Background: an optimization exercise with open tools, aiming at small area and few clock cycles. Do not read the settings as production practice. Only simulation tests tie the RTL to the original design; equivalence was not proved.

[flow/config.mk]
export PLATFORM = sky130hd
export DESIGN_NAME = exec_cluster
export DESIGN_NICKNAME = exec_cluster
export VERILOG_FILES = /design/flow/design.v
export SDC_FILE = /design/flow/constraint.sdc
export NUM_CORES = 4
export LEC_CHECK = 0
export CAP_MARGIN = 20
export CORE_MARGIN = 2
export CORE_UTILIZATION = 40
export SLEW_MARGIN = 20
[flow/constraint.sdc]
create_clock -name core_clock -period 6.0 [get_ports {clk}]
set_input_delay 1.2000 -clock core_clock [delete_from_list [all_inputs] [get_ports {clk}]]
set_output_delay 1.2000 -clock core_clock [all_outputs]
set_load 0.01 [all_outputs]
[flow/design.v]
package riscv_pkg;
	localparam int xlen    = 32;
	localparam int depth   = 4;                           
	localparam int iq_w    = 12 + 3 + 5 + xlen;           
endpackage
module op_queue #(
	parameter int width = riscv_pkg::iq_w
) (
	input  logic             clk,
	input  logic             rst_n,
	input  logic             push,
	input  logic [width-1:0] push_data,
	input  logic             pop,
	output logic [width-1:0] head,
	output logic             not_empty,
	output logic             empty_nx      
);
	logic [width-1:0] mem [4];
	logic [1:0]       rd_ptr;
	logic [2:0]       count;
	logic [1:0]       wr_ptr;
	logic [2:0]       count_nx;
	assign wr_ptr    = rd_ptr + count[1:0];
	assign head      = mem[rd_ptr];
	assign not_empty = (count != 3'd0);
	assign count_nx  = count + {2'b0, push} - {2'b0, pop};
	assign empty_nx  = (count_nx == 3'd0);
	always_ff @(posedge clk) begin
		if (push)
			mem[wr_ptr] <= push_data;
	end
	always_ff @(posedge clk or negedge rst_n) begin
		if (!rst_n) begin
			rd_ptr <= '0;
			count  <= '0;
		end else begin
			if (pop)
				rd_ptr <= rd_ptr + 2'd1;
			count <= count_nx;
		end
	end
endmodule
module r_type_alu (
	input  logic [31:0] a,          
	input  logic [31:0] b,          
	input  logic [2:0]  f3,         
	input  logic        i30,        
	input  logic        i25,        
	input  logic        is_i,       
	output logic [31:0] d
);
	logic        inv;
	logic [32:0] sum;
	logic        lt;
	logic        ltu;
	logic        left;
	logic [31:0] sh_in;
	logic [31:0] sh_out;
	logic        legal;
	logic [31:0] res;
	assign inv = ~f3[2] & (f3[1] | (i30 & ~is_i));
	assign sum = {1'b0, a} + {1'b0, b ^ {32{inv}}} + {32'b0, inv};
	assign ltu = ~sum[32];
	assign lt  = (a[31] ^ b[31]) ? a[31] : sum[31];
	assign left = ~f3[2];
	always_comb begin
		for (int k = 0; k < 32; k++)
			sh_in[k] = left ? a[31-k] : a[k];
	end
	assign sh_out = $unsigned($signed({i30 & a[31] & ~left, sh_in}) >>> b[4:0]);
	assign legal = is_i ? ~((f3 == 3'b001) & i30)
		: (~i25 & (~i30 | (f3 == 3'b000) | (f3 == 3'b101)));
	always_comb begin
		case (f3)
			3'b000:  res = sum[31:0];
			3'b001: begin
				for (int k = 0; k < 32; k++)
					res[k] = sh_out[31-k];
			end
			3'b010:  res = {31'b0, lt};
			3'b011:  res = {31'b0, ltu};
			3'b100:  res = a ^ b;
			3'b101:  res = sh_out;
			3'b110:  res = a | b;
			default: res = a & b;
		endcase
	end
	assign d = legal ? res : 32'b0;
endmodule
module i_type_alu (
	input  logic [63:0]                 op,     
	output logic [riscv_pkg::iq_w-1:0] packed_op
);
	assign packed_op = {op[63:52], op[46:44], op[43:39], op[31:0]};
endmodule
module wb_arbiter (
	input  logic clk,
	input  logic rst_n,
	input  logic acc_r,         
	input  logic acc_i,         
	input  logic i_queued,      
	input  logic i_empty_nx,    
	output logic take_i,        
	output logic push_i,        
	output logic pop_i,         
	output logic r_credit,
	output logic i_credit,
	output logic wb_valid
);
	logic [2:0] owe_r;          
	logic [2:0] owe_r_acc;
	assign take_i   = ~acc_r & (acc_i | i_queued);
	assign pop_i    = ~acc_r & i_queued;
	assign push_i   = acc_i & (acc_r | i_queued);
	assign wb_valid = acc_r | take_i;
	assign i_credit  = take_i;
	assign owe_r_acc = owe_r + {2'b0, acc_r};
	assign r_credit  = (owe_r_acc != 3'd0) & (i_empty_nx | take_i);
	always_ff @(posedge clk or negedge rst_n) begin
		if (!rst_n)
			owe_r <= '0;
		else
			owe_r <= owe_r_acc - {2'b0, r_credit};
	end
endmodule
module exec_cluster (
	input  logic        clk,
	input  logic        rst_n,
	input  logic        r_valid,
	input  logic [95:0] r_op,
	output logic        r_credit,
	input  logic        i_valid,
	input  logic [63:0] i_op,
	output logic        i_credit,
	output logic        wb_valid,
	output logic [36:0] wb
);
	logic                       acc_r;
	logic                       acc_i;
	logic [riscv_pkg::iq_w-1:0] i_new;
	logic [riscv_pkg::iq_w-1:0] i_head;
	logic [riscv_pkg::iq_w-1:0] i_sel;
	logic                       i_queued;
	logic                       i_empty_nx;
	logic                       take_i;
	logic                       push_i;
	logic                       pop_i;
	logic [31:0]                a;
	logic [31:0]                b;
	logic [2:0]                 f3;
	logic                       i30;
	logic                       i25;
	logic [4:0]                 rd;
	logic [31:0]                d;
	assign acc_r = r_valid & rst_n;
	assign acc_i = i_valid & rst_n;
	i_type_alu u_i_fields (
		.op        (i_op),
		.packed_op (i_new)
	);
	op_queue u_i_queue (
		.clk       (clk),
		.rst_n     (rst_n),
		.push      (push_i),
		.push_data (i_new),
		.pop       (pop_i),
		.head      (i_head),
		.not_empty (i_queued),
		.empty_nx  (i_empty_nx)
	);
	wb_arbiter u_arbiter (
		.clk        (clk),
		.rst_n      (rst_n),
		.acc_r      (acc_r),
		.acc_i      (acc_i),
		.i_queued   (i_queued),
		.i_empty_nx (i_empty_nx),
		.take_i     (take_i),
		.push_i     (push_i),
		.pop_i      (pop_i),
		.r_credit   (r_credit),
		.i_credit   (i_credit),
		.wb_valid   (wb_valid)
	);
	assign i_sel = i_queued ? i_head : i_new;
	always_comb begin
		if (acc_r) begin
			a   = r_op[63:32];
			b   = r_op[31:0];
			f3  = r_op[78:76];
			i30 = r_op[94];
			i25 = r_op[89];
			rd  = r_op[75:71];
		end else begin
			a   = i_sel[31:0];
			b   = {{20{i_sel[51]}}, i_sel[51:40]};
			f3  = i_sel[39:37];
			i30 = i_sel[50];
			i25 = 1'b0;
			rd  = i_sel[36:32];
		end
	end
	r_type_alu u_alu (
		.a    (a),
		.b    (b),
		.f3   (f3),
		.i30  (i30),
		.i25  (i25),
		.is_i (~acc_r),
		.d    (d)
	);
	assign wb = {rd, d};
endmodule
[flow/run.sh]
#!/bin/bash
# synth_recipe.tcl (not shown) runs the flow's synth.tcl, then flattens the netlist and writes it again
# the make line also repeats each setting of config.mk as NAME=value (left out here)
make -C /OpenROAD-flow-scripts/flow DESIGN_CONFIG=/design/flow/config.mk WORK_HOME=/design/flow/orfs CLKGATE_MAP_FILE= SYNTH_SCRIPT=/design/flow/synth_recipe.tcl finish
==> qor.csv, run 1 <==
metric,value,unit
outcome,failed layout checks,
violated checks,negative setup slack,
final cell count without fillers,2943,
Syn Inst Count,1737,
GRT overflow,0,
# nets final,2658,
"commonest non-fill, non-tap cell in the layout",buf_4,
antenna violations before repair,3,
CP Max Fanout,7,
Total GRT Usage,0.3499,
DR vias,17470,
CTS Hold Bufs,0,
CTS buffer count,19,
TritonCTS clock tree,done,
crit path kind,in -> out,
Setup crit end kind,primary output,
Clock transition at path regs,0.07,ns
1st-iter DRT viols,1654,
number of enable flip-flop cells after synthesis,208,
placed cell count,2854,
Final Hold Viols,0,
clock root cell,clkbuf_16,
final setup vio count,19,
vias per cell,5.936,
Area Overhead vs Synth,48.37,%
worst endpoint data arrival time,5.19,ns
Antenna Nets Post-Route,0,
DRT Pass-1 Iters,7,
Rows,75,
"Buf+Inv Stages, Crit Path",5,
worst slew pin tran,0.7226,ns
"Core Util, Final",0.6013,
number of global-route vias before repair,17180,
fmax,156.5,MHz
Core Footprint,42040,sq um
drt total wl,79100,um
Yosys Warn Count,4,
Tcrit/Tclk final,1.065,
synthesized cell area,17040,sq um
first-pass GRT wire length,113900,um
CTS max path bufs,3,
"slowest stage cell, crit path",fa_2,
Avg WL per Cell,26.88,um
most frequent cells in the layout,"542 x buf_4, 208 x edfxtp_1, 151 x nand2_1, 145 x nor2_1, 129 x clkdlybuf4s50_1",
DRC viols,0,
nature of the critical path startpoint,primary input,
CP cell instances,buf_6 -> buf_6 -> nand2_8 -> clkinv_8 -> a211o_1 -> o211a_4 -> mux2_4 -> fa_2 -> a21oi_2 -> o211ai_1 -> o22a_1 -> a311o_1 -> a211o_1 -> a31oi_1 -> buf_4 -> o211ai_1 -> xor2_1 -> a21oi_1 -> a31oi_1 -> buf_2,
"FF+latch count, synth",216,
fraction of layout cells with a size suffix above 1,0.3870,
"Seq/Total Area, Yosys",0.3784,
number of clock sinks,216,
Final HPWL DP,61640,um
Placer Congestion,1.004,
fillers,3614,
"FFs w/ async S/R, synth",0.03704,
die width,210.4,um
Hold Path Class,reg -> reg,
Post-Syn Area per Cell,9.809,sq um
relative slew slack,0.5171,
Worst Slack Setup Final,-0.3911,ns
largest net degree at the start of global routing,49,
crit-path max cell delay,0.36,ns
Worst path top cell family by delay,compound AO/OA/AOI/OAI gates,
Yosys cell types,75,
CTS H-tree depth,1,
area of the die,44260,sq um
top_reg_cell synth,edfxtp_1,
worst skew pair latency,0.52,ns
die height,210.4,um
Starting Density,0.4053,
Port-buffer cells,169,
Final Slew Violations,0,
clock skew,0.01831,ns
Critical Path RT,4.80,ns
RSZ-0062 raised after global routing,yes,
# IOs,204,
post-synthesis net count,2005,
MaxCap Viol Count,0,
Tmin final,6.391,ns
## tightest hold or removal path, delay by kind of cell, from the launching register on
| family | cells | cell delay (ns) |
|---|---|---|
| xor gates and xnor gates | 2 | 0.22 |
| DFF | 1 | 0.34 |
## area by class of cell
class | instances | area [sq um] | area share
repair buffers | 761 | 6414 | 0.2537
diodes | 1 | 2.502 | 0.00009900
inverters | 85 | 340.3 | 0.01346
multi-input cells | 1307 | 10780 | 0.4263
clock buffers | 20 | 479.2 | 0.01896
well taps | 539 | 674.4 | 0.02668
flip-flops and latches | 216 | 6451 | 0.2552
clock inverters | 14 | 141.4 | 0.005593
## through the flow
step | setup TNS (ns) | setup slack [ns] | cell area [sq um] | hold WS (ns)
after floorplan | -5.515 | -0.05263 | 17170 | 0.5514
after global placement | -32.83 | -1.363 | 23170 | 0.5700
after detailed placement | -34.43 | -1.429 | 23170 | 0.5930
after CTS | -4.103 | -0.3946 | 24650 | 0.6125
after global routing | -6.893 | -0.5859 | 25280 | 0.6227
final | -3.647 | -0.3911 | 25280 | 0.6019
## worst paths after layout
kind / start / end / slack (ns) / cells past startpoint
setup / recovery: r_valid / wb[26] / -0.39 / 20
hold / removal: u_arbiter.owe_r[2] / u_arbiter.owe_r[2] / 0.60 / 2
setup reg to reg: u_i_queue.count[2] / u_arbiter.owe_r[2] / 2.29 / 18
hold reg to reg: u_arbiter.owe_r[2] / u_arbiter.owe_r[2] / 0.60 / 2
max in group asynchronous: rst_n / u_i_queue.count[2] / 4.86 / 4
min in group asynchronous: rst_n / u_arbiter.owe_r[2] / 0.72 / 2
## metal layers
metal,track usage,routed length (um),share of wire,up-vias
li1,-,-,-,7882
met1,0.4422,31700,0.40,8583
met2,0.5981,37630,0.48,792
met3,0.04872,5361,0.068,208
met4,0.1561,4376,0.055,6
met5,0,30,0.00038,-
## synth_stat cells, types with 4 or more instances
master / number / area [sq um]
nand3_1: 43 / 215.2
o21bai_1: 5 / 37.54
edfxtp_1: 208 / 6246
o22ai_1: 42 / 262.8
nor3_1: 33 / 165.2
buf_6: 5 / 56.30
clkbuf_1: 59 / 221.5
a211oi_1: 28 / 210.2
a21oi_2: 9 / 78.83
o211ai_1: 23 / 172.7
mux4_2: 52 / 1171
xnor2_1: 53 / 464.2
mux2i_1: 135 / 1351
o21a_1: 8 / 60.06
xor2_1: 13 / 113.9
a2111oi_0: 4 / 35.03
and3_1: 34 / 212.7
buf_4: 5 / 37.54
dfrtp_1: 8 / 200.2
o21ai_0: 74 / 370.4
o221ai_1: 11 / 96.34
a21o_1: 15 / 112.6
o32ai_1: 16 / 140.1
buf_1: 19 / 71.32
or3_1: 5 / 31.28
a221oi_1: 11 / 96.34
mux2_2: 6 / 67.56
ha_1: 102 / 1276
nand2_1: 153 / 574.3
a21oi_1: 150 / 750.7
a31oi_1: 18 / 112.6
o31ai_1: 4 / 30.03
nor2_1: 152 / 570.6
buf_2: 41 / 205.2
nor4_1: 6 / 37.54
nand4_1: 7 / 43.79
nor2b_1: 5 / 31.28
and2_1: 5 / 31.28
o21ai_1: 10 / 50.05
a31o_2: 20 / 175.2
inv_1: 79 / 296.5
## cell families after synthesis
logic type                 Yosys count  synth area share
xor gates and xnor gates            66           0.03393
and+or+nand+nor                    453            0.1173
buffers and inverters              214           0.05346
muxes                              193            0.1520
DFF                                216            0.3784
adders and majority gates          104           0.07726
AOI/OAI and AO/OA                  491            0.1877
## registers in the layout (all words and copies together), names as in the netlist
name	flops
u_arbiter.owe_r	3
u_i_queue.rd_ptr	2
u_i_queue.count	3
u_i_queue.mem	208
## what timing repair did
action	in CTS	in global routing
endpoints found under the setup margin	33	31
cloned	2	0
hold endpoints to repair	0	0
pin swaps	51	61
setup buffers	24	28
gates resized for setup	268	115
Testbench counts, summed over its fixed seeds: cycles 3,200.
==> run 2: changes to the inputs <==
--- a/flow/config.mk
+++ b/flow/config.mk
@@ -7,2 +7,3 @@
 export LEC_CHECK = 0
+export ABC_CLOCK_PERIOD_IN_PS = 3000
 export CAP_MARGIN = 20
==> qor.csv, run 2 <==
metric,value,unit
outcome,failed layout checks,
violated checks,negative setup slack,
Total GRT Usage,0.3499,
Post-Syn Area per Cell,9.809,sq um
clock skew,0.01831,ns
RSZ-0062 raised after global routing,yes,
CTS buffer count,19,
"top cells by area, synth","edfxtp_1 37%, mux2i_1 7.9%, ha_1 7.5%",
largest net degree at the start of global routing,49,
worst slew pin tran,0.7226,ns
CTS H-tree depth,1,
biggest area consumer among synthesized cells,edfxtp_1,
layer with the highest usage,met2,
placed cell count,2854,
Core Footprint,42040,sq um
CP Max Fanout,7,
post-synthesis net count,2005,
number of enable flip-flop cells after synthesis,208,
"FFs w/ async S/R, synth",0.03704,
most frequent cells in the layout,"542 x buf_4, 208 x edfxtp_1, 151 x nand2_1, 145 x nor2_1, 129 x clkdlybuf4s50_1",
DRT Pass-1 Iters,7,
design area,25280,sq um
top cell type's share of synthesized area,0.3666,
clock root cell,clkbuf_16,
number of clock sinks,216,
DRC viols,0,
max reg flops,208,
Tcrit/Tclk final,1.065,
Final Hold Viols,0,
Syn Inst Count,1737,
top_reg_cell synth,edfxtp_1,
Avg WL per Cell,26.88,um
Placer Congestion,1.004,
drt total wl,79100,um
fraction of layout cells with a size suffix above 1,0.3870,
DR vias,17470,
Final HPWL DP,61640,um
synthesized cell area,17040,sq um
GRT overflow,0,
synth cell count leaders,"208 x edfxtp_1, 153 x nand2_1, 152 x nor2_1",
final setup vio count,19,
Worst Slack Setup Final,-0.3911,ns
met2 Track Usage GR,0.5981,
die height,210.4,um
die width,210.4,um
vias per cell,5.936,
nature of the critical path startpoint,primary input,
CTS max path bufs,3,
worst skew pair latency,0.52,ns
Post-DP Area,23170,sq um
final cell count without fillers,2943,
Yosys cell types,75,
Clock transition at path regs,0.07,ns
worst endpoint data arrival time,5.19,ns
fillers,3614,
"commonest non-fill, non-tap cell in the layout",buf_4,
Setup crit end kind,primary output,
Hold Path Class,reg -> reg,
largest reg by FF count,u_i_queue.mem,
fmax,156.5,MHz
Critical Path RT,4.80,ns
"Seq/Total Area, Yosys",0.3784,
Area Overhead vs Synth,48.37,%
Yosys Warn Count,4,
GRT met3 Usage,0.04872,
first-pass GRT wire length,113900,um
Antenna Nets Post-Route,0,
Port-buffer cells,169,
CTS Hold Bufs,0,
"FF+latch count, synth",216,
number of global-route vias before repair,17180,
MaxCap Viol Count,0,
TritonCTS clock tree,done,
Tmin final,6.391,ns
# IOs,204,
area of the die,44260,sq um
1st-iter DRT viols,1654,
antenna violations before repair,3,
Hold Worst Slack,0.6019,ns
# nets final,2658,
Starting Density,0.4053,
Regs by FF count,"u_i_queue.mem x208, u_arbiter.owe_r x3, u_i_queue.count x3",
top-count cell post-synth,edfxtp_1,
Rows,75,
Final Slew Violations,0,
GRT met1 Usage,0.4422,
crit path kind,in -> out,
relative slew slack,0.5171,
==> run 2: cell counts in the layout (fill, tap and decap cells not counted) <==
No cell type changed its count.
==> run 2: logic make-up (layout without fill, tap and decap cells) <==
kind of cell,count (synthesis),in the layout,share of synthesized area
AOI/OAI and AO/OA,491,491,0.1877
xor gates and xnor gates,66,66,0.03393
adders and majority gates,104,104,0.07726
buffers and inverters,214,880,0.05346
DFF,216,216,0.3784
muxes,193,193,0.1520
other,0,1,0
and+or+nand+nor,453,453,0.1173
==> run 2: cell type report <==
type / instances / area [sq um] / share of cell area
antenna: 1 / 2.502 / 0.00009900
clock buffer: 20 / 479.2 / 0.01896
clock inverter: 14 / 141.4 / 0.005593
inverter: 85 / 340.3 / 0.01346
multi-input combinational: 1307 / 10780 / 0.4263
sequential: 216 / 6451 / 0.2552
tap: 539 / 674.4 / 0.02668
timing repair buffer: 761 / 6414 / 0.2537
==> run 2: worst max-delay path: stages <==
cell and delay, ns:
buf_6 0.09, buf_6 0.13, nand2_8 0.11, clkinv_8 0.08
a211o_1 0.30, o211a_4 0.20, mux2_4 0.30, fa_2 0.36
a21oi_2 0.19, o211ai_1 0.14, o22a_1 0.26, a311o_1 0.34
a211o_1 0.36, a31oi_1 0.19, buf_4 0.16, o211ai_1 0.13
xor2_1 0.17, a21oi_1 0.08, a31oi_1 0.20, buf_2 0.18
==> run 2: path summary, 6_finish.rpt <==
kind | from | endpoint | slack (ns) | cells after the start
worst max-delay path | r_valid | wb[26] | -0.39 | 20
worst min register to register | u_arbiter.owe_r[2] | u_arbiter.owe_r[2] | 0.60 | 2
min in group asynchronous | rst_n | u_arbiter.owe_r[2] | 0.72 | 2
max in group asynchronous | rst_n | u_i_queue.count[2] | 4.86 | 4
worst min-delay path | u_arbiter.owe_r[2] | u_arbiter.owe_r[2] | 0.60 | 2
worst max register to register | u_i_queue.count[2] | u_arbiter.owe_r[2] | 2.29 | 18
==> run 2: metrics by stage <==
stage	util	TNS (ns)	worst slack (ns)
floorplan	-	-5.515	-0.05263
global placement	0.5513	-32.83	-1.363
detailed placement	0.5513	-34.43	-1.429
CTS	0.5865	-4.103	-0.3946
global route	0.6012	-6.893	-0.5859
finish	0.6013	-3.647	-0.3911
==> run 2: metal layers <==
metal | vias up | routed length, um | part of all wire
met3 | 208 | 5361 | 0.068
met1 | 8583 | 31700 | 0.40
met4 | 6 | 4376 | 0.055
li1 | 7882 | - | -
met2 | 792 | 37630 | 0.48
met5 | - | 30 | 0.00038
==> run 2: timing repair <==
action,CTS,global route
gates resized for setup,268,115
buffers inserted,24,28
pin swaps,51,61
setup endpoints to repair,33,31
cloned,2,0
endpoints found under the hold margin,0,0
==> run 3: changes to the inputs <==
--- a/flow/config.mk
+++ b/flow/config.mk
@@ -7,6 +7,6 @@
 export LEC_CHECK = 0
-export ABC_CLOCK_PERIOD_IN_PS = 3000
+export ABC_CLOCK_PERIOD_IN_PS = 2000
 export CAP_MARGIN = 20
 export CORE_MARGIN = 2
-export CORE_UTILIZATION = 40
+export CORE_UTILIZATION = 50
 export SLEW_MARGIN = 20
==> qor.csv, run 3 <==
metric,value,unit
worst reg2reg path startpoint,u_i_queue.count[0],
RSZ-0062 raised after global routing,yes,
Tmin final,6.463,ns
CP Max Fanout,6,
nature of the critical path startpoint,register,
fmax,154.7,MHz
Final HPWL DP,59100,um
CTS H-tree depth,1,
max reg flops,208,
synthesized cell area,17040,sq um
Placer Congestion,1.058,
crit path kind,reg -> out,
Antenna Nets Post-Route,0,
Tcrit/Tclk final,1.077,
post-synthesis net count,2005,
Yosys Warn Count,4,
DR vias,19210,
outcome,failed layout checks,
final cell count without fillers,2841,
most frequent cells in the layout,"534 x buf_4, 208 x edfxtp_1, 148 x nand2_1, 144 x nor2_1, 128 x clkdlybuf4s50_1",
DRC viols,0,
dpl ws,-1.416,ns
area of the die,35570,sq um
number of clock sinks,216,
crit-path max cell delay,0.57,ns
synth cell count leaders,"208 x edfxtp_1, 153 x nand2_1, 152 x nor2_1",
die height,188.6,um
"Core Util, Final",0.7510,
antenna violations before repair,4,
MaxCap Viol Count,0,
first-pass GRT wire length,119000,um
Critical Path RT,4.80,ns
worst skew pair latency,0.51,ns
Post-Syn Area per Cell,9.809,sq um
Regs by FF count,"u_i_queue.mem x208, u_arbiter.owe_r x3, u_i_queue.count x3",
CTS buffer count,18,
"FF+latch count, synth",216,
Avg WL per Cell,30.44,um
# nets final,2644,
biggest area consumer among synthesized cells,edfxtp_1,
"slowest stage cell, crit path",mux4_2,
fraction of layout cells with a size suffix above 1,0.3817,
Syn Inst Count,1737,
area occupied by registers,6451,sq um
fillers,2163,
top-count cell post-synth,edfxtp_1,
top_reg_cell synth,edfxtp_1,
"top cells by area, synth","edfxtp_1 37%, mux2i_1 7.9%, ha_1 7.5%",
1st-iter DRT viols,2670,
Setup crit end kind,primary output,
Rows,67,
Starting Density,0.5081,
placed cell count,2761,
CTS max path bufs,3,
Total GRT Usage,0.4519,
Area Overhead vs Synth,47.81,%
number of global-route vias before repair,18410,
multi-input logic area,10910,sq um
worst endpoint data arrival time,5.26,ns
TritonCTS clock tree,done,
drt total wl,86470,um
Hold Worst Slack,0.7253,ns
clock skew,0.02467,ns
min-delay src,u_arbiter.owe_r[2],
largest net degree at the start of global routing,49,
clock root cell,clkbuf_16,
"commonest non-fill, non-tap cell in the layout",buf_4,
vias per cell,6.763,
die width,188.6,um
relative slew slack,0.3889,
Post-DP Area,22980,sq um
# IOs,204,
top cell type's share of synthesized area,0.3666,
DRT Pass-1 Iters,10,
Worst Slack Setup Final,-0.4630,ns
number of enable flip-flop cells after synthesis,208,
largest reg by FF count,u_i_queue.mem,
CP cell instances,mux4_2 -> a211o_1 -> o211a_4 -> mux2_4 -> fa_2 -> a21oi_2 -> o211ai_1 -> o22a_1 -> a311o_1 -> a211o_1 -> a31oi_1 -> buf_4 -> o211ai_1 -> xor2_1 -> a21oi_1 -> a31oi_1 -> buf_2,
Final Slew Violations,0,
violated checks,negative setup slack,
Final Hold Viols,0,
final setup vio count,20,
worst setup path start,u_i_queue.rd_ptr[0],
Yosys cell types,75,
Hold Path Class,reg -> reg,
Port-buffer cells,169,
Clock transition at path regs,0.08,ns
"Seq/Total Area, Yosys",0.3784,
design area,25180,sq um
CTS Hold Bufs,0,
worst slew pin tran,0.9117,ns
Core Footprint,33530,sq um
"FFs w/ async S/R, synth",0.03704,
post-route setup TNS,-4.865,ns
GRT overflow,0,
==> run 3: cell counts after synthesis <==
No cell type changed its count.
==> run 3: timing repair <==
action	4_1_cts	5_1_grt
gates resized for setup	199	196
buffers inserted	16	27
setup endpoints to repair	33	33
pin swaps	63	53
cloned	2	1
==> run 3: final cells by class <==
class | instances | share of cell area
Antenna cell | 6 | 0.0005962
Clock buffer | 21 | 0.01918
Clock inverter | 10 | 0.003726
Inverter | 85 | 0.01341
Multi-Input combinational cell | 1307 | 0.4333
Sequential cell | 216 | 0.2562
Tap cell | 448 | 0.02226
Timing Repair Buffer | 748 | 0.2514
==> run 3: kinds of logic (layout without fill, tap and decap cells) <==
family,after synthesis,count (layout),share of synthesized area
AOI/OAI and AO/OA,491,491,0.1877
and+or+nand+nor,453,453,0.1173
DFF,216,216,0.3784
buffers and inverters,214,864,0.05346
muxes,193,193,0.1520
adders and majority gates,104,104,0.07726
xor gates and xnor gates,66,66,0.03393
other,0,6,0
==> run 3: worst max-delay path, delay by kind of cell (launching register included) <==
family / cells / cell delay (ns)
adders and majority gates: 1 / 0.37
AOI/OAI and AO/OA: 11 / 2.47
muxes: 2 / 0.88
xor gates and xnor gates: 1 / 0.18
DFF: 1 / 0.52
buffers and inverters: 2 / 0.32
==> run 3: path summary, 6_finish.rpt <==
| kind | end | slack (ns) | depth (start not counted) |
|---|---|---|---|
| max | wb[26] | -0.46 | 17 |
| max reg2reg | u_arbiter.owe_r[2] | 1.88 | 18 |
| min reg2reg | u_arbiter.owe_r[2] | 0.73 | 2 |
| min in group asynchronous | u_i_queue.rd_ptr[0] | 0.98 | 3 |
| max in group asynchronous | u_i_queue.count[0] | 4.70 | 4 |
| min | u_arbiter.owe_r[2] | 0.73 | 2 |
==> run 3: metal layers <==
layer	GRT usage	part of all wire
met1	0.5483	0.34
met2	0.7318	0.45
met3	0.1000	0.12
met4	0.2864	0.093
met5	0	0.00025
==> run 4: changes to the inputs <==
--- a/flow/config.mk
+++ b/flow/config.mk
@@ -7,6 +7,5 @@
 export LEC_CHECK = 0
-export ABC_CLOCK_PERIOD_IN_PS = 2000
-export CAP_MARGIN = 20
+export CAP_MARGIN = 0
 export CORE_MARGIN = 2
-export CORE_UTILIZATION = 50
-export SLEW_MARGIN = 20
+export CORE_UTILIZATION = 65
+export SLEW_MARGIN = 0
==> qor.csv, run 4 <==
metric,value,unit
CTS buffer count,22,
Yosys Warn Count,4,
Placer Congestion,1.152,
dpl ws,-1.504,ns
synth cell count leaders,"208 x edfxtp_1, 153 x nand2_1, 152 x nor2_1",
CTS max path bufs,3,
"top cells by area, synth","edfxtp_1 37%, mux2i_1 7.9%, ha_1 7.5%",
# IOs,204,
Rows,59,
number of clock sinks,216,
number of enable flip-flop cells after synthesis,208,
die width,165.9,um
Yosys cell types,75,
synthesized cell area,17040,sq um
largest net degree at the start of global routing,49,
"Seq/Total Area, Yosys",0.3784,
Starting Density,0.6575,
number of global-route vias before repair,24050,
die height,165.9,um
biggest area consumer among synthesized cells,edfxtp_1,
top cell type's share of synthesized area,0.3666,
Syn Inst Count,1737,
GRT overflow,18,
post-synthesis net count,2005,
tool error,[ERROR GRT-0116] Global routing finished with congestion. Check the congestion regions in the DRC Viewer.,
CTS H-tree depth,1,
CTS Hold Bufs,0,
"FF+latch count, synth",216,
"FFs w/ async S/R, synth",0.03704,
Post-DP Area,22510,sq um
top-count cell post-synth,edfxtp_1,
Total GRT Usage,0.7851,
top_reg_cell synth,edfxtp_1,
Port-buffer cells,169,
outcome,aborted with a tool error,
failing step,global routing (5_1_grt),
Post-Syn Area per Cell,9.809,sq um
first-pass GRT wire length,161100,um
Final HPWL DP,53460,um
clock root cell,clkbuf_16,
[run 4: kinds of logic after synthesis]
kind of cell    share of synthesized area
fa+ha+maj                         0.07726
compound gates                     0.1877
flops                              0.3784
mux                                0.1520
xor+xnor                          0.03393
buf+inv                           0.05346
simple gates                       0.1173
[run 4: routing by layer]
| metal | track usage | GRT overflow |
|---|---|---|
| met5 | 0.4070 | 1 |
| met4 | 0.7716 | 10 |
| met1 | 0.8081 | 0 |
| met3 | 0.6270 | 1 |
| met2 | 0.9244 | 6 |
[run 4: worst max path at each step]
stage                         from             endpoint  slack, ns
3_5_place_dp              i_op[46]               wb[30]      -1.50
4_1_cts        u_i_queue.rd_ptr[0]               wb[22]      -0.50
2_1_floorplan                rst_n  u_i_queue.mem[0][0]      -0.05
3_3_place_gp              i_op[46]               wb[30]      -1.25
[run 4: per-stage QoR]
stage / util / hold slack, ns / cells
floorplan: - / 0.5514 / 1737
global placement: 0.8689 / 0.5701 / 2601
detailed placement: 0.8689 / 0.6292 / 2601
CTS: 0.9294 / 0.6509 / 2668
[run 4: what timing repair did]
action | 4_1_cts
setup buffers | 28
setup endpoints to repair | 33
cloned | 2
gates resized for setup | 274
pin swaps | 68
==> run 5: changes to the inputs <==
--- a/flow/design.v
+++ b/flow/design.v
@@ -154,2 +154,3 @@
 	logic [31:0]                d;
+	logic                       wb_now;
 	assign acc_r = r_valid & rst_n;
@@ -182,3 +183,3 @@
 		.i_credit   (i_credit),
-		.wb_valid   (wb_valid)
+		.wb_valid   (wb_now)
 	);
@@ -211,3 +212,11 @@
 	);
-	assign wb = {rd, d};
-endmodule
+	always_ff @(posedge clk or negedge rst_n) begin
+		if (!rst_n)
+			wb_valid <= 1'b0;
+		else
+			wb_valid <= wb_now;
+	end
+	always_ff @(posedge clk) begin
+		wb <= {rd, d};
+	end
+endmodule
--- a/flow/config.mk
+++ b/flow/config.mk
@@ -7,5 +7,6 @@
 export LEC_CHECK = 0
-export CAP_MARGIN = 0
+export ABC_AREA = 1
+export CAP_MARGIN = 20
 export CORE_MARGIN = 2
-export CORE_UTILIZATION = 65
-export SLEW_MARGIN = 0
+export CORE_UTILIZATION = 40
+export SLEW_MARGIN = 20
==> qor.csv, run 5 <==
metric,value,unit
largest net degree at the start of global routing,105,
fmax,182.3,MHz
Port-buffer cells,169,
multi-input logic area,8740,sq um
area occupied by registers,7214,sq um
TritonCTS clock tree,done,
Starting Density,0.4072,
cells resized by post-CTS repair,0,
relative slew slack,0.2690,
Hold Path Class,reg -> reg,
Post-CTS Repair Setup Buffers,0,
drt total wl,64000,um
worst skew pair latency,0.60,ns
Area Overhead vs Synth,19.84,%
dpl ws,0.3132,ns
Yosys cell types,52,
Tmin final,5.485,ns
Total GRT Usage,0.2838,
Regs by FF count,"u_i_queue.mem x208, wb x37",
die height,211.3,um
Clock transition at path regs,0.06,ns
outcome,"complete, no violations",
"FFs w/ async S/R, synth",0.03543,
"Seq/Total Area, Yosys",0.4194,
number of enable flip-flop cells after synthesis,208,
CP Max Fanout,30,
most frequent cells in the layout,"493 x nand2_1, 471 x nand3_1, 208 x edfxtp_1, 171 x inv_1, 169 x clkdlybuf4s50_1",
Post-Syn Area per Cell,7.869,sq um
Setup crit end kind,primary output,
1st-iter DRT viols,1680,
Final HPWL DP,46920,um
CP endpoint,r_credit,
fillers,4209,
Tcrit/Tclk final,0.9142,
final setup vio count,0,
synthesized cell area,17190,sq um
vias per cell,5.612,
synth cell count leaders,"494 x nand2_1, 471 x nand3_1, 208 x edfxtp_1",
worst reg2reg path startpoint,u_i_queue.rd_ptr[0],
top cell type's share of synthesized area,0.3633,
Placer Congestion,0.9679,
post-route setup TNS,0,ns
CTS Hold Bufs,0,
first-pass GRT wire length,95020,um
# IOs,204,
antenna violations before repair,2,
CTS max path bufs,3,
post-synthesis net count,2453,
Final Hold Viols,0,
Final Slew Violations,0,
RSZ-0062 raised after global routing,no,
worst r2r path cells,23,
Antenna Nets Post-Route,0,
Worst Slack Setup Final,0.5148,ns
Yosys Warn Count,4,
DR vias,16330,
GRT overflow,0,
clock root cell,clkbuf_16,
largest reg by FF count,u_i_queue.mem,
worst setup path start,rst_n,
max reg flops,208,
nature of the critical path startpoint,primary input,
Syn Inst Count,2185,
crit path kind,in -> out,
clock skew,0.04230,ns
"commonest non-fill, non-tap cell in the layout",nand2_1,
top_reg_cell synth,edfxtp_1,
worst slew pin tran,1.095,ns
DRC viols,0,
"top cells by area, synth","edfxtp_1 36%, nand3_1 14%, nand2_1 11%",
number of global-route vias before repair,15390,
FF-to-FF End,wb[22],
DRT Pass-1 Iters,6,
Core Footprint,42230,sq um
number of clock sinks,254,
top-count cell post-synth,nand2_1,
CTS buffer count,28,
Critical Path RT,4.80,ns
Rows,75,
# nets final,2614,
biggest area consumer among synthesized cells,edfxtp_1,
MaxCap Viol Count,0,
area of the die,44660,sq um
Avg WL per Cell,22.00,um
CTS H-tree depth,1,
fraction of layout cells with a size suffix above 1,0.08235,
r2r setup slk,1.08,ns
die width,211.3,um
worst endpoint data arrival time,4.29,ns
"FF+latch count, synth",254,
run 5: cell types whose count changed after synthesis, sizes merged, moves of 28 or more:
cell,previous run,this run
a21oi,159,87
and3,34,3
dfxtp,0,37
inv,82,183
mux2i,135,0
mux4,52,0
nand2,153,500
nand3,43,476
o22ai,42,6
xnor2,53,6
xor2,13,41
run 5: cell type report:
class                      count  share of cell area
multi-input combinational   1630              0.4242
sequential                   254              0.3501
timing repair buffer         249              0.1155
clock buffer                  42             0.04002
inverter                     183             0.03334
tap                          539             0.03273
clock inverter                10            0.003886
antenna                        2           0.0002429
run 5: cell families (layout without fill, tap and decap cells):
kind of cell | after synthesis | after routing | share of synthesized area
and+or+nand+nor | 1220 | 1220 | 0.3147
buffers and inverters | 301 | 484 | 0.07430
AOI/OAI and AO/OA | 259 | 259 | 0.09111
DFF | 254 | 254 | 0.4194
adders and majority gates | 104 | 104 | 0.07655
xor gates and xnor gates | 47 | 47 | 0.02394
other | 0 | 2 | 0
run 5: worst min-delay path by stage:
| stage | from | cells after the start | slack, ns | end |
|---|---|---|---|---|
| floorplan | u_i_queue.count[0] | 1 | 0.55 | u_i_queue.count[0] |
| global placement | u_arbiter.owe_r[2] | 2 | 0.57 | u_arbiter.owe_r[2] |
| detailed placement | u_arbiter.owe_r[2] | 2 | 0.58 | u_arbiter.owe_r[2] |
| CTS | u_arbiter.owe_r[2] | 2 | 0.60 | u_arbiter.owe_r[2] |
| global route | u_i_queue.count[0] | 1 | 0.63 | u_i_queue.count[0] |
| finish | u_arbiter.owe_r[2] | 2 | 0.60 | u_arbiter.owe_r[2] |
run 5: worst max-delay path: stages:
cell             delay [ns]
clkdlybuf4s50_1        0.44
nand2_2                0.12
buf_12                 0.21
nand3_2                0.15
nand2_1                0.14
ha_1                   0.23
inv_1                  0.06
ha_1                   0.13
inv_1                  0.05
fa_1                   0.40
xor2_1                 0.18
nor3_1                 0.20
o32a_1                 0.21
clkdlybuf4s50_1        0.55
run 5: through the flow:
| step | hold slack (ns) | area [sq um] | std cells | utilization |
|---|---|---|---|---|
| floorplan | 0.5486 | 17190 | 2185 | - |
| global placement | 0.5686 | 19700 | 2855 | 0.4664 |
| detailed placement | 0.5808 | 19700 | 2855 | 0.4664 |
| CTS | 0.5985 | 20600 | 2907 | 0.4878 |
| global route | 0.6274 | 20600 | 2908 | 0.4879 |
| finish | 0.5950 | 20600 | 2909 | 0.4879 |
run 5: metal layers:
| layer | vias up | global-route usage | share of wire |
|---|---|---|---|
| li1 | 7805 | - | - |
| met1 | 7768 | 0.3879 | 0.44 |
| met2 | 630 | 0.4588 | 0.46 |
| met3 | 123 | 0.03827 | 0.066 |
| met4 | 0 | 0.1066 | 0.042 |
| met5 | - | 0 | 0 |
Testbench counts of run 5, summed over its fixed seeds: cycles 3,864.
==> run 6: changes to the inputs <==
--- a/flow/config.mk
+++ b/flow/config.mk
@@ -7,3 +7,2 @@
 export LEC_CHECK = 0
-export ABC_AREA = 1
 export CAP_MARGIN = 20
==> qor.csv, run 6 <==
metric,value,unit
synth cell count leaders,"208 x edfxtp_1, 173 x nand2_1, 143 x mux2i_1",
biggest area consumer among synthesized cells,edfxtp_1,
top cell type's share of synthesized area,0.3468,
"Core Util, Final",0.4942,
Total GRT Usage,0.2995,
Final HPWL DP,54390,um
Antenna Nets Post-Route,0,
first-pass GRT wire length,103600,um
CTS Hold Bufs,0,
Tcrit/Tclk final,0.9584,
Tmin final,5.750,ns
Final Hold Viols,0,
hold path depth,2,
clock skew,0.02105,ns
Syn Inst Count,1784,
number of enable flip-flop cells after synthesis,208,
fraction of layout cells with a size suffix above 1,0.1492,
Placer Congestion,0.9953,
MaxCap Viol Count,0,
CTS max path bufs,3,
Post-CTS Repair Setup Buffers,0,
# IOs,204,
number of clock sinks,254,
Critical Path RT,4.80,ns
CTS buffer count,29,
nature of the critical path startpoint,primary input,
Final Slew Violations,0,
drt total wl,71230,um
post-synthesis net count,2052,
outcome,"complete, no violations",
Regs by FF count,"u_i_queue.mem x208, wb x37",
relative slew slack,0.3000,
max reg flops,208,
top_reg_cell synth,edfxtp_1,
Hold Path Class,reg -> reg,
DR vias,15590,
"Seq/Total Area, Yosys",0.4004,
fmax,173.9,MHz
worst slew pin tran,1.037,ns
r2r setup slk,0.72,ns
synthesized cell area,18010,sq um
vias per cell,5.958,
die height,216.2,um
Port-buffer cells,169,
FF-to-FF End,wb[20],
"FF+latch count, synth",254,
Avg WL per Cell,27.22,um
hold path endpoint,u_arbiter.owe_r[2],
worst reg2reg path startpoint,u_i_queue.count[0],
Yosys Warn Count,4,
Area Overhead vs Synth,21.60,%
worst endpoint data arrival time,4.55,ns
Rows,77,
GRT overflow,0,
Clock transition at path regs,0.06,ns
antenna violations before repair,3,
largest net degree at the start of global routing,49,
Core Footprint,44320,sq um
die width,216.2,um
worst skew pair latency,0.57,ns
# nets final,2271,
"top cells by area, synth","edfxtp_1 35%, mux2i_1 7.9%, ha_1 7.1%",
post-route setup TNS,0,ns
RSZ-0062 raised after global routing,no,
TritonCTS clock tree,done,
Setup crit end kind,primary output,
CP Max Fanout,36,
1st-iter DRT viols,1393,
"commonest non-fill, non-tap cell in the layout",edfxtp_1,
DRC viols,0,
min-delay src,u_arbiter.owe_r[2],
Yosys cell types,94,
DRT Pass-1 Iters,7,
clock root cell,clkbuf_16,
"FFs w/ async S/R, synth",0.03543,
final setup vio count,0,
area of the die,46740,sq um
worst r2r path cells,19,
number of global-route vias before repair,15350,
top-count cell post-synth,edfxtp_1,
cells resized by post-CTS repair,0,
CTS H-tree depth,1,
largest reg by FF count,u_i_queue.mem,
Post-Syn Area per Cell,10.10,sq um
Starting Density,0.4064,
most frequent cells in the layout,"208 x edfxtp_1, 171 x nand2_1, 169 x clkdlybuf4s50_1, 149 x buf_4, 143 x mux2i_1",
crit path kind,in -> out,
## run 6: changes by cell type in the layout (fill, tap and decap cells not counted), moves of 19 or more
cell,change
nand3_1,-400
nand2_1,-322
mux2i_1,+143
inv_1,-95
buf_4,+76
a21oi_1,+57
mux4_2,+48
nor2_1,-47
o22ai_1,+35
a31oi_1,+26
or2_2,-23
xnor2_1,+22
and3_1,+21
nand4_1,-19
## run 6: area by class of cell
cell class	count	area, sq um
fillers	4139	22420
multi-input cells	1314	9844
flip-flops and latches	254	7217
repair buffers	322	2890
clock buffers	41	790.8
well taps	592	740.7
inverters	82	316.6
clock inverters	11	100.1
diodes	1	2.502
## run 6: how the worst max path moves through the flow
stage                          endpoint  cells after the start    start  slack [ns]
finish                         r_credit                     15    rst_n        0.25
global route                   r_credit                     15    rst_n       0.008
CTS                            r_credit                     15    rst_n        0.18
detailed placement               wb[30]                     21    rst_n        0.11
global placement                 wb[30]                     21    rst_n        0.12
floorplan           u_i_queue.mem[0][0]                      7  r_valid       -0.21
## run 6: through the flow
step | area [sq um] | setup WS (ns) | hold WS (ns) | instances
6_report | 21900 | 0.2497 | 0.6065 | 2617
2_1_floorplan | 18010 | -0.2145 | 0.5514 | 1784
5_1_grt | 21900 | 0.007756 | 0.6377 | 2616
4_1_cts | 21890 | 0.1836 | 0.6122 | 2616
3_3_place_gp | 21000 | 0.1192 | 0.5797 | 2564
3_5_place_dp | 21000 | 0.1115 | 0.5953 | 2564
## run 6: per-layer routing
metal  vias up  part of all wire  track usage  wire length [um]
met2       705              0.46       0.4853             33120
met4         6             0.049       0.1363              3523
met5         -           0.00052            0                37
met3       150             0.071      0.04449              5053
li1       7127                 -            -                 -
met1      7603              0.41       0.3970             29500
## run 6: logic make-up (layout without fill, tap and decap cells)
| logic type | count (synthesis) | after routing | synth area share |
|---|---|---|---|
| adder cells (fa/ha/maj) | 104 | 104 | 0.07308 |
| buffers and inverters | 216 | 456 | 0.05675 |
| XOR/XNOR | 66 | 66 | 0.03209 |
| other | 0 | 1 | 0 |
| AO/OA/AOI/OAI | 475 | 475 | 0.1684 |
| multiplexers | 209 | 209 | 0.1550 |
| flip-flops | 254 | 254 | 0.4004 |
| AND/OR/NAND/NOR | 460 | 460 | 0.1143 |
## run 6: critical path, stage by stage
cell,delay [ns]
clkdlybuf4s50_1,0.49
nand2_2,0.10
buf_12,0.19
buf_4,0.22
a21oi_1,0.18
inv_1,0.11
ha_1,0.28
inv_1,0.05
ha_1,0.13
inv_1,0.05
fa_1,0.50
inv_1,0.06
nor3_2,0.23
o32a_1,0.21
clkdlybuf4s50_1,0.54
==> run 7: changes to the inputs <==
--- a/flow/design.v
+++ b/flow/design.v
@@ -52,3 +52,9 @@
 	logic        inv;
-	logic [32:0] sum;
+	logic [31:0] bb;
+	logic [31:0] p;
+	logic [31:0] g;
+	logic [31:0] gg;
+	logic [31:0] pp;
+	logic [32:0] c;
+	logic [31:0] sum;
 	logic        lt;
@@ -56,34 +62,58 @@
 	logic        left;
-	logic [31:0] sh_in;
-	logic [31:0] sh_out;
+	logic        fill;
+	logic [31:0] sh [6];
+	logic [31:0] shr;
+	logic [31:0] shl;
 	logic        legal;
-	logic [31:0] res;
+	logic        s_add, s_sll, s_slt, s_sltu, s_xor, s_shr, s_or, s_and;
 	assign inv = ~f3[2] & (f3[1] | (i30 & ~is_i));
-	assign sum = {1'b0, a} + {1'b0, b ^ {32{inv}}} + {32'b0, inv};
-	assign ltu = ~sum[32];
+	assign bb  = b ^ {32{inv}};
+	assign p   = a ^ bb;
+	assign g   = a & bb;
+	always_comb begin
+		gg    = g;
+		pp    = p;
+		gg[0] = g[0] | (p[0] & inv);
+		for (int l = 0; l < 5; l++)
+			for (int i = 0; i < 32; i++)
+				if (((i + 1) % (1 << (l + 1))) == 0) begin
+					gg[i] = gg[i] | (pp[i] & gg[i - (1 << l)]);
+					pp[i] = pp[i] & pp[i - (1 << l)];
+				end
+		for (int l = 3; l >= 0; l--)
+			for (int i = 0; i < 32; i++)
+				if ((((i + 1) % (1 << (l + 1))) == (1 << l)) && (i >= (1 << (l + 1)))) begin
+					gg[i] = gg[i] | (pp[i] & gg[i - (1 << l)]);
+					pp[i] = pp[i] & pp[i - (1 << l)];
+				end
+	end
+	assign c   = {gg, inv};
+	assign sum = p ^ c[31:0];
+	assign ltu = ~c[32];
 	assign lt  = (a[31] ^ b[31]) ? a[31] : sum[31];
 	assign left = ~f3[2];
+	assign fill = i30 & a[31] & ~left;
 	always_comb begin
 		for (int k = 0; k < 32; k++)
-			sh_in[k] = left ? a[31-k] : a[k];
-	end
-	assign sh_out = $unsigned($signed({i30 & a[31] & ~left, sh_in}) >>> b[4:0]);
+			sh[0][k] = left ? a[31-k] : a[k];
+		for (int s = 0; s < 5; s++)
+			for (int k = 0; k < 32; k++)
+				sh[s+1][k] = b[s] ? ((k + (1 << s) < 32) ? sh[s][k + (1 << s)] : fill) : sh[s][k];
+		for (int k = 0; k < 32; k++)
+			shl[k] = sh[5][31-k];
+	end
+	assign shr = sh[5];
 	assign legal = is_i ? ~((f3 == 3'b001) & i30)
 		: (~i25 & (~i30 | (f3 == 3'b000) | (f3 == 3'b101)));
-	always_comb begin
-		case (f3)
-			3'b000:  res = sum[31:0];
-			3'b001: begin
-				for (int k = 0; k < 32; k++)
-					res[k] = sh_out[31-k];
-			end
-			3'b010:  res = {31'b0, lt};
-			3'b011:  res = {31'b0, ltu};
-			3'b100:  res = a ^ b;
-			3'b101:  res = sh_out;
-			3'b110:  res = a | b;
-			default: res = a & b;
-		endcase
-	end
-	assign d = legal ? res : 32'b0;
+	assign s_add  = legal & (f3 == 3'b000);
+	assign s_sll  = legal & (f3 == 3'b001);
+	assign s_slt  = legal & (f3 == 3'b010);
+	assign s_sltu = legal & (f3 == 3'b011);
+	assign s_xor  = legal & (f3 == 3'b100);
+	assign s_shr  = legal & (f3 == 3'b101);
+	assign s_or   = legal & (f3 == 3'b110);
+	assign s_and  = legal & (f3 == 3'b111);
+	assign d = ({32{s_add}} & sum) | ({32{s_sll}} & shl) | ({32{s_shr}} & shr)
+		| ({32{s_xor}} & p) | ({32{s_or}} & (p | g)) | ({32{s_and}} & g)
+		| {31'b0, (s_slt & lt) | (s_sltu & ltu)};
 endmodule
--- a/flow/config.mk
+++ b/flow/config.mk
@@ -7,5 +7,6 @@
 export LEC_CHECK = 0
+export ABC_AREA = 1
 export CAP_MARGIN = 20
 export CORE_MARGIN = 2
-export CORE_UTILIZATION = 40
+export CORE_UTILIZATION = 50
 export SLEW_MARGIN = 20
==> qor.csv, run 7 <==
metric,value,unit
outcome,"complete, no violations",
fmax,173.4,MHz
largest reg by FF count,u_i_queue.mem,
ant diodes,0,
CTS max path bufs,3,
synth cell count leaders,"481 x nand3_1, 462 x nand2_1, 208 x edfxtp_1",
crit path kind,in -> out,
RSZ-0062 raised after global routing,no,
biggest area consumer among synthesized cells,edfxtp_1,
Yosys Warn Count,5,
DRC viols,0,
largest net degree at the start of global routing,71,
fraction of layout cells with a size suffix above 1,0.09271,
Total GRT Usage,0.3015,
number of global-route vias before repair,13980,
CTS buffer count,27,
"FF+latch count, synth",254,
Final HPWL DP,36390,um
Area Overhead vs Synth,20.74,%
Starting Density,0.5096,
top cell type's share of synthesized area,0.3874,
Clock transition at path regs,0.06,ns
GRT overflow,0,
CTS Hold Bufs,0,
synthesized cell area,16120,sq um
die height,183.6,um
worst r2r path cells,30,
top_reg_cell synth,edfxtp_1,
DRT Pass-1 Iters,5,
hold path depth,1,
clock root cell,clkbuf_16,
relative slew slack,0.3380,
Regs by FF count,"u_i_queue.mem x208, wb x37",
"FFs w/ async S/R, synth",0.03543,
Placer Congestion,0.9643,
final cell count without fillers,2570,
vias per cell,5.712,
DR vias,14680,
Avg WL per Cell,19.80,um
"Buf+Inv Stages, Crit Path",5,
die width,183.6,um
top-count cell post-synth,nand3_1,
"commonest non-fill, non-tap cell in the layout",nand3_1,
antenna violations before repair,0,
"Seq/Total Area, Yosys",0.4473,
worst endpoint data arrival time,4.57,ns
final setup vio count,0,
Core Footprint,31640,sq um
Post-Syn Area per Cell,8.230,sq um
first-pass GRT wire length,78160,um
"top cells by area, synth","edfxtp_1 39%, nand3_1 15%, nand2_1 11%",
Port-buffer cells,169,
worst slew pin tran,0.9919,ns
worst skew pair latency,0.58,ns
Hold Path Class,reg -> reg,
# nets final,2401,
"slowest stage cell, crit path",clkdlybuf4s50_1,
CP cell instances,clkdlybuf4s50_1 -> nand2_2 -> nand3_2 -> buf_4 -> nand2_1 -> ha_1 -> inv_1 -> ha_1 -> inv_1 -> fa_1 -> xnor2_1 -> xnor2_1 -> nor3_1 -> o32a_1 -> clkdlybuf4s50_1,
Rows,65,
most frequent cells in the layout,"481 x nand3_1, 461 x nand2_1, 208 x edfxtp_1, 169 x clkdlybuf4s50_1, 143 x inv_1",
drt total wl,50880,um
number of clock sinks,254,
CTS H-tree depth,1,
Final Slew Violations,0,
MaxCap Viol Count,0,
Setup crit end kind,primary output,
max reg flops,208,
Antenna Nets Post-Route,0,
clock skew,0.03433,ns
Tcrit/Tclk final,0.9611,
Worst path top cell family by delay,buffers and inverters,
placed cell count,2522,
post-route setup TNS,0,ns
area of the die,33700,sq um
Yosys cell types,48,
# IOs,204,
CP Max Fanout,15,
Critical Path RT,4.80,ns
nature of the critical path startpoint,primary input,
Post-CTS Repair Setup Buffers,0,
Final Hold Viols,0,
1st-iter DRT viols,1533,
number of enable flip-flop cells after synthesis,208,
TritonCTS clock tree,done,
critical path depth in cells,15,
Tmin final,5.766,ns
crit-path max cell delay,0.54,ns
Syn Inst Count,1959,
post-synthesis net count,2211,
-- run 7: changes by cell type after synthesis, moves of 48 or more --
cell / change
mux4_2: -48
nand2_1: +289
mux2i_1: -143
inv_1: +67
a21oi_1: -107
nand3_1: +410
-- run 7: layer usage --
layer | wire, um | global-route usage | vias up
met3 | 3265 | 0.03863 | 87
met1 | 22150 | 0.4156 | 6986
met4 | 1809 | 0.1030 | 0
li1 | - | - | 7060
met5 | 0 | 0 | -
met2 | 23660 | 0.4927 | 546
-- run 7: logic make-up (layout without fill, tap and decap cells) --
family / count (synthesis) / in the layout / synth area share
flip-flops: 254 / 254 / 0.4473
buffers and inverters: 266 / 475 / 0.07225
AND/OR/NAND/NOR: 1123 / 1123 / 0.3120
XOR/XNOR: 53 / 53 / 0.02879
AO/OA/AOI/OAI: 175 / 175 / 0.06348
adder cells (fa/ha/maj): 88 / 88 / 0.07621
-- run 7: area by class of cell --
| class | instances | area, sq um |
|---|---|---|
| fillers | 2857 | 12170 |
| multi-input cells | 1439 | 7769 |
| flip-flops and latches | 254 | 7214 |
| repair buffers | 272 | 2519 |
| clock buffers | 33 | 698.2 |
| inverters | 155 | 584.3 |
| well taps | 402 | 503.0 |
| clock inverters | 15 | 180.2 |
-- run 7: repair_timing --
| action | 4_1_cts | 5_1_grt |
|---|---|---|
| endpoints found under the hold margin | 0 | 0 |
| gates resized for setup | 0 | 2 |
| endpoints found under the setup margin | 0 | 2 |
-- run 7: worst paths after layout --
kind	startpoint	to	slack [ns]
min in group asynchronous	rst_n	u_i_queue.rd_ptr[0]	0.96
setup / recovery	rst_n	r_credit	0.23
setup reg to reg	u_i_queue.count[1]	wb[0]	0.82
max in group asynchronous	rst_n	u_i_queue.rd_ptr[1]	4.86
hold reg to reg	u_i_queue.count[2]	u_i_queue.count[2]	0.57
hold / removal	u_i_queue.count[2]	u_i_queue.count[2]	0.57
-- run 7: through the flow --
| step | setup slack (ns) | hold WS [ns] | instance area, sq um | utilization |
|---|---|---|---|---|
| 2_1_floorplan | 0.01073 | 0.5214 | 16120 | - |
| 6_report | 0.2336 | 0.5737 | 19470 | 0.6153 |
| 4_1_cts | 0.0003402 | 0.5735 | 19460 | 0.6151 |
| 3_3_place_gp | -0.05154 | 0.5372 | 18580 | 0.5874 |
| 3_5_place_dp | -0.1960 | 0.5650 | 18580 | 0.5874 |
| 5_1_grt | 0.02524 | 0.5847 | 19470 | 0.6153 |
Testbench counts of run 7, summed over its fixed seeds: cycles 3,864.
==> run 8: changes to the inputs <==
==> flow/flow/run.sh (new file) <==
#!/bin/bash
# Standard ORFS layout, with plain minimum-size buffers on the ports
# instead of the delay cells buffer_ports picks by default.
cp standard.sh standard_copy.txt
export BUFFER_PORTS_ARGS="-buffer_cell sky130_fd_sc_hd__buf_1"
bash standard.sh > standard.log 2>&1
==> flow/standard.sh (new file) <==
#!/bin/bash
# synth_recipe.tcl (not shown) runs the flow's synth.tcl, then flattens the netlist and writes it again
# the make line also repeats each setting of config.mk as NAME=value (left out here)
make -C /OpenROAD-flow-scripts/flow DESIGN_CONFIG=/design/flow/config.mk WORK_HOME=/design/flow/orfs CLKGATE_MAP_FILE= SYNTH_SCRIPT=/design/flow/synth_recipe.tcl "${@:-finish}"
removed: flow/run.sh
==> qor.csv, run 8 <==
metric,value,unit
outcome,"complete, no violations",
drt total wl,50790,um
vias per cell,5.684,
top-count cell post-synth,nand3_1,
fillers,2935,
"FF+latch count, synth",254,
post-route setup TNS,0,ns
Final Hold Viols,0,
Antenna Nets Post-Route,0,
Regs by FF count,"u_i_queue.mem x208, wb x37",
Final Slew Violations,0,
clock skew,0.02543,ns
number of clock sinks,254,
Synth Area in Simple Gates,0.3120,
final setup vio count,0,
worst skew pair latency,0.58,ns
Critical Path RT,6.50,ns
"Seq/Total Area, Yosys",0.4473,
Area Overhead vs Synth,11.63,%
top_reg_cell synth,edfxtp_1,
Worst Slack Setup Final,0.4773,ns
GRT overflow,0,
# nets final,2351,
Synth Area in Adders,0.07621,
Worst path top cell family by delay,compound AO/OA/AOI/OAI gates,
largest family of logic cells by synthesized area,simple AND/OR/NAND/NOR gates,
most frequent cells in the layout,"481 x nand3_1, 462 x nand2_1, 208 x edfxtp_1, 169 x buf_1, 143 x inv_1",
top cell type's share of synthesized area,0.3874,
number of global-route vias before repair,13570,
first-pass GRT wire length,77670,um
Hold Path Class,reg -> reg,
Synth Area in XOR/XNOR,0.02879,
Syn Inst Count,1959,
crit path kind,in -> reg,
Core Footprint,31640,sq um
dpl ws,-0.1080,ns
Yosys Warn Count,5,
worst slew pin tran,0.9610,ns
CP dominant cell by count,nand2_1,
"slowest stage cell, crit path",inv_1,
CP Max Fanout,20,
crit-path max cell delay,0.53,ns
"top cells by area, synth","edfxtp_1 39%, nand3_1 15%, nand2_1 11%",
Compound-Gate Fraction of Synth Area,0.06348,
CTS max path bufs,3,
fmax,181.1,MHz
"FFs w/ async S/R, synth",0.03543,
Total GRT Usage,0.3030,
TritonCTS clock tree,done,
Placer Congestion,0.9531,
fraction of layout cells with a size suffix above 1,0.07123,
1st-iter DRT viols,1296,
# IOs,204,
CTS H-tree depth,1,
number of enable flip-flop cells after synthesis,208,
largest net degree at the start of global routing,51,
fraction of synthesized area in multiplexers,0,
clock root cell,clkbuf_16,
synth cell count leaders,"481 x nand3_1, 462 x nand2_1, 208 x edfxtp_1",
Rows,65,
antenna violations before repair,0,
Yosys cell types,48,
worst endpoint data arrival time,6.02,ns
DRC viols,0,
ant diodes,0,
synthesized cell area,16120,sq um
MaxCap Viol Count,0,
Post-Syn Area per Cell,8.230,sq um
cells resized by post-CTS repair,0,
Tmin final,5.523,ns
Post-CTS Repair Setup Buffers,0,
"Buf+Inv Stages, Crit Path",5,
largest reg by FF count,u_i_queue.mem,
relative slew slack,0.3572,
biggest area consumer among synthesized cells,edfxtp_1,
die width,183.6,um
max reg flops,208,
area of the die,33700,sq um
RSZ-0062 raised after global routing,no,
DRT Pass-1 Iters,6,
Tcrit/Tclk final,0.9204,
"commonest non-fill, non-tap cell in the layout",nand3_1,
Final HPWL DP,36200,um
Port-buffer cells,169,
Avg WL per Cell,20.14,um
Setup crit end kind,register,
nature of the critical path startpoint,primary input,
Clock transition at path regs,0.06,ns
die height,183.6,um
post-synthesis net count,2211,
DR vias,14340,
CTS buffer count,28,
CTS Hold Bufs,0,
Starting Density,0.5096,
-- run 8: cell counts after synthesis --
Identical to the previous run, type by type.
-- run 8: final timing paths --
kind                       slack [ns]                 from  depth (start not counted)                  end
hold / removal                   0.56   u_i_queue.count[2]                          1   u_i_queue.count[2]
setup reg to reg                 0.55  u_i_queue.rd_ptr[0]                         31                wb[0]
max in group asynchronous        5.24                rst_n                          2  u_i_queue.rd_ptr[1]
hold reg to reg                  0.56   u_i_queue.count[2]                          1   u_i_queue.count[2]
min in group asynchronous        0.61                rst_n                          2   u_arbiter.owe_r[2]
setup / recovery                 0.48                rst_n                         27                wb[0]
-- run 8: logic make-up (layout without fill, tap and decap cells) --
kind of cell / count (synthesis) / in the layout
compound gates: 175 / 175
xor+xnor: 53 / 53
fa+ha+maj: 88 / 88
buf+inv: 266 / 427
flops: 254 / 254
simple gates: 1123 / 1123
-- run 8: layout make-up --
cell class	count	area, sq um	area share
clock buffers	43	790.8	0.04394
clock inverters	8	88.84	0.004936
inverters	155	584.3	0.03247
multi-input cells	1439	7766	0.4315
flip-flops and latches	254	7214	0.4009
well taps	402	503.0	0.02795
repair buffers	221	1050	0.05833
-- run 8: metrics by stage --
stage | hold slack, ns | instance area (sq um) | cells | util
after CTS | 0.5506 | 18000 | 2522 | 0.5689
after global placement | 0.5443 | 17120 | 2471 | 0.5411
after detailed placement | 0.5425 | 17120 | 2471 | 0.5411
after global routing | 0.5765 | 18000 | 2522 | 0.5689
after floorplan | 0.5214 | 16120 | 1959 | -
final | 0.5595 | 18000 | 2522 | 0.5689
-- run 8: routing by layer --
layer	track usage	vias to the layer above	part of all wire
met5	0	-	0
met4	0.09280	0	0.030
met3	0.05864	85	0.078
met2	0.4844	541	0.46
met1	0.4181	6749	0.43
li1	-	6960	-

[port drivers added, routing unchanged]
The results above use ideal ports. As a check the final layouts listed here were re-extracted and re-timed, cells and wires unchanged.
Step 1, drivers: a clkbuf_16 drives clk and a buf_2 each remaining input, both assumed.
Step 2 times the ports against the registers' clock, not the clock port: input delays grow and output delays shrink by t, the midpoint of the rising clock arrivals with the driver on.
a / b / c = no drivers / after step 1 / after step 2; a / b = the first two.
| run | shift t [ns] | setup slack, ns | worst setup path after step 2 |
|---|---|---|---|
| run 1 | 0.554 | -0.391 / -0.430 / -0.424 | input to output |
| run 2 | 0.554 | -0.391 / -0.430 / -0.424 | input to output |
| run 3 | 0.544 | -0.463 / -0.509 / -0.486 | input to output |
| run 5 | 0.630 | 0.515 / 0.493 / 0.230 | input to register |
| run 6 | 0.619 | 0.250 / 0.226 / 0.033 | input to register |
| run 7 | 0.617 | 0.234 / 0.205 / -0.101 | input to register |
| run 8 | 0.615 | 0.477 / 0.504 / -0.110 | input to register |
Met with ideal ports but missed after step 2: setup timing in run 7 and run 8. For run 8, which loses most, drivers alone change the setup slack by +0.027 ns; drivers and shift together by -0.587 ns.
